What follows belongs to an exercise in optimizing a design on an open flow for small area; a production flow would make more cautious choices. At most, simulation tests tie the RTL to the original design; equivalence was not proved. Power is estimated from default activity; no workload was simulated. The flow treats the clock pin as an ideal source, which a real chip does not have.

## lane 1
Design glyph_rain_engine, start of the top module:
module glyph_rain_engine
#(
    parameter int NUM_COLS   = 80,
    parameter int NUM_ROWS   = 40,
    parameter int GLYPH_H    = 12,
    parameter int NUM_GLYPHS = 51
) (
    input  logic        clk,
    input  logic        reset,
    input  logic        frame_tick,
    input  logic        pause,
    input  logic [1:0]  palette_sel,
    input  logic        display_on,
    input  logic [10:0] hpos,
    input  logic [9:0]  vpos,
    output logic [5:0]  glyph_index,
    output logic [2:0]  glyph_x,
    output logic [3:0]  glyph_y,
    input  logic        glyph_pixel,
    output logic [5:0]  rgb,
    output logic        busy,
    output logic        overrun
);
clock: 15.0 ns
lec_check: 0
abc_area: 1
cap_margin: 0
core_margin: 2
core_utilization: 65
place_density: 0.7
slew_margin: 0
standard.sh (not shown) runs the stock make flow with config.mk's settings and CLKGATE_MAP_FILE= SYNTH_SCRIPT=/design/flow/synth_recipe.tcl, a recipe that flattens the netlist after the stock synthesis.
==> flow/flow/run.sh <==
#!/bin/bash
# Layout flow: the standard flow (standard.sh, all ORFS steps) with:
#  - a copy of ORFS's scripts folder in which only abc_area.script is
#    replaced by flow/abc_area.script, an area-oriented ABC mapping script
#    (synthesis is otherwise the standard one: same Yosys passes, same
#    register mapping and names; only the combinational mapping differs);
#  - port buffers of the smallest buffer cell;
#  - clock tree synthesis without dummy loads.
set -euo pipefail
here=$(pwd)
rm -rf "$here/orfs_scripts"
cp -r "$FLOW_HOME/scripts" "$here/orfs_scripts"
cp "$here/flow/abc_area.script" "$here/orfs_scripts/abc_area.script"
bash "$here/standard.sh" \
  "SCRIPTS_DIR=$here/orfs_scripts" \
  ABC_AREA=1 \
  "BUFFER_PORTS_ARGS=-buffer_cell sky130_fd_sc_hd__buf_1" \
  "CTS_ARGS=-sink_clustering_enable -repair_clock_nets -dont_use_dummy_load -sink_clustering_size 28 -sink_clustering_max_diameter 100 -buf_list sky130_fd_sc_hd__clkbuf_16" \
  finish > "$here/standard_make.log" 2>&1
==> flow/flow/abc_area.script <==
&get -n
&st
&dch
&nf -R 1000 -F 8 -A 4 -C 32
&put
Lane 1 completed; timing, DRC and antenna clean
### lane 1 -> lane 2
-- flow/design.v --
<<< lane 1, line 137
        end
    endfunction
    function automatic logic [W-1:0] col_update(input logic [W-1:0] cur, input logic [4:0] rnd);
        logic [5:0] h;
        logic [2:0] tr;
>>> lane 2, line 137
        end
    endfunction
    function automatic logic [W-1:0] col_update(input logic [W-1:0] cur, input logic [4:0] rnd, input logic en);
        logic [5:0] h;
        logic [2:0] tr;
<<< lane 1, line 146
        tr = cur[8:6];
        sd = cur[5:0];
        if (rem == 2'd0) begin
            sd = (sd == 6'd50) ? 6'd0 : sd + 6'd1;
            if (h == 6'd43 + {3'b000, tr}) begin
>>> lane 2, line 146
        tr = cur[8:6];
        sd = cur[5:0];
        if (!en) begin
        end else if (rem == 2'd0) begin
            sd = (sd == 6'd50) ? 6'd0 : sd + 6'd1;
            if (h == 6'd43 + {3'b000, tr}) begin
<<< lane 1, line 159
            rem = rem - 2'd1;
        end
        col_update = {enc_hs(h, spd, rem), tr, sd};
    endfunction
    logic [6:0]  kn;         
>>> lane 2, line 160
            rem = rem - 2'd1;
        end
        col_update = {en ? enc_hs(h, spd, rem) : cur[17:9], tr, sd};
    endfunction
    logic [6:0]  kn;         
<<< lane 1, line 232
    endfunction
    assign phys_cur  = fresh ? col_reset(ph) : ring_head;
    assign ring_tail = pw ? col_update(phys_cur, lfsr[4:0]) : ring_head;
    logic [7:0]  q;
    logic [6:0]  row;
>>> lane 2, line 233
    endfunction
    assign phys_cur  = fresh ? col_reset(ph) : ring_head;
    assign ring_tail = col_update(phys_cur, lfsr[4:0], pw);
    logic [7:0]  q;
    logic [6:0]  row;
<<< lane 1, line 242
    logic        cz;
    logic [6:0]  pdist;
    logic [6:0]  pdm1;
    logic        vis;
    always_comb begin
>>> lane 2, line 243
    logic        cz;
    logic [6:0]  pdist;
    logic        vis;
    always_comb begin
<<< lane 1, line 297
        {t1, t0} = csa(u0, u1, {2'b00, csd});
        sum = {1'b0, t0} + {1'b0, t1} + {8'd0, inc};
        case ({sum[7:6], sum[8]})
            3'b000: c = 6'd0;  3'b001: c = 6'd1;
            3'b010: c = 6'd13; 3'b011: c = 6'd14;
            3'b100: c = 6'd26; 3'b101: c = 6'd27;
            3'b110: c = 6'd39; default: c = 6'd40;
        endcase
        y = {1'b0, sum[5:0]} + {1'b0, c};
        if (y >= 7'd102)     gidx = 6'(y - 7'd102);
        else if (y >= 7'd51) gidx = 6'(y - 7'd51);
        else                 gidx = y[5:0];
    end
    logic [6:0] rowm1, pd0, pd1;
    assign rowm1 = row - 7'd1;
    assign pd0   = {1'b0, ch} - row;
    assign pd1   = {1'b0, ch} - rowm1;
    assign pdist = resp ? 7'd0 - row : (inc ? pd1 : pd0);
    assign pdm1 = pdist - 7'd1;
    assign vis     = display_on && (s1_col < 8'(NUM_COLS)) && (vpos < 10'(NUM_ROWS * GLYPH_H));
    logic [1:0] s2_cls;
>>> lane 2, line 297
        {t1, t0} = csa(u0, u1, {2'b00, csd});
        sum = {1'b0, t0} + {1'b0, t1} + {8'd0, inc};
        case (sum[8:5])
            4'd0: c = 6'd0;
            4'd1: c = 6'd32;
            4'd2: c = 6'd13;
            4'd3: c = 6'd45;
            4'd4: c = 6'd26;
            4'd5: c = 6'd7;
            4'd6: c = 6'd39;
            4'd7: c = 6'd20;
            4'd8: c = 6'd1;
            4'd9: c = 6'd33;
            4'd10: c = 6'd14;
            4'd11: c = 6'd46;
            4'd12: c = 6'd27;
            4'd13: c = 6'd8;
            4'd14: c = 6'd40;
            4'd15: c = 6'd21;
        endcase
        y = {1'b0, c} + {2'b00, sum[4:0]};
        gidx = (y >= 7'd51) ? 6'(y - 7'd51) : y[5:0];
    end
    assign pdist = {1'b0, ch} - row + {6'd0, inc};
    assign vis     = display_on && (s1_col < 8'(NUM_COLS)) && (vpos < 10'(NUM_ROWS * GLYPH_H));
    logic [1:0] s2_cls;
<<< lane 1, line 329
            if (!vis)
                s2_cls <= 2'd0;
            else if (pdist == 7'd0)
                s2_cls <= 2'd1;
>>> lane 2, line 334
            if (!vis)
                s2_cls <= 2'd0;
            else if (resp)
                s2_cls <= (row == 7'd0) ? 2'd1 : 2'd0;
            else if (pdist == 7'd0)
                s2_cls <= 2'd1;
<<< lane 1, line 338
    end
    always_ff @(posedge clk) begin
        s2_idx <= 3'd7 - ((pdm1 > 7'd7) ? 3'd7 : pdm1[2:0]);
    end
    always_ff @(posedge clk or posedge reset) begin
>>> lane 2, line 345
    end
    always_ff @(posedge clk) begin
        s2_idx <= (pdist[6:3] != 4'd0) ? 3'd0 : 3'd0 - pdist[2:0];
    end
    always_ff @(posedge clk or posedge reset) begin
==> comparison <==
- Lower sequential share of layout area goes to lane 1 over lane 2.
- Lane 2 against lane 1: number of vias per cell now sits higher; timing-limited maximum frequency now sits higher; synthesized instance count now sits lower; worst hold slack now sits higher.
- [diff] setup slack, lane 2 relative to lane 1: improvement
- Register-to-register slack (lower): lane 1
- Per the comparison of lane 2 with lane 1, non-clock buffer count now smaller, number of global-route vias before repair shows an increase of 1.3%.
- Taking lane 1 as the reference, in lane 2 combinational group power down 49%; sequential cell count ~0 delta; area after synthesis now smaller; routed length on met1 went down by about 6.4%.
No functional check of the RTL was part of lane 1.

re-timing with driven ports:
The results above use ideal ports. As a check the final layouts listed here were re-extracted and re-timed, cells and wires unchanged. Step 1 assumes that a clkbuf_16 drives the clock port and a buf_2 every other input. Step 2 times the ports against the registers' clock, not the clock port: input delays grow and output delays shrink by t, the midpoint of the rising clock arrivals with the driver on. a / b / c = ideal / step 1 / step 2; a / b = the first two.
run | shift t [ns] | setup WS [ns] | latest minus earliest clock arrival (ns)
lane 1 | 0.708 | 0.963 / 1.009 / 0.302 | 0.068 / 0.069
lane 2 | 0.713 | 1.421 / 1.436 / 0.723 | 0.067 / 0.067
After both steps setup and hold are still met in every run listed. The setup slack of lane 2, which loses most, moves by +0.015 ns with the drivers and by -0.698 ns with both steps.
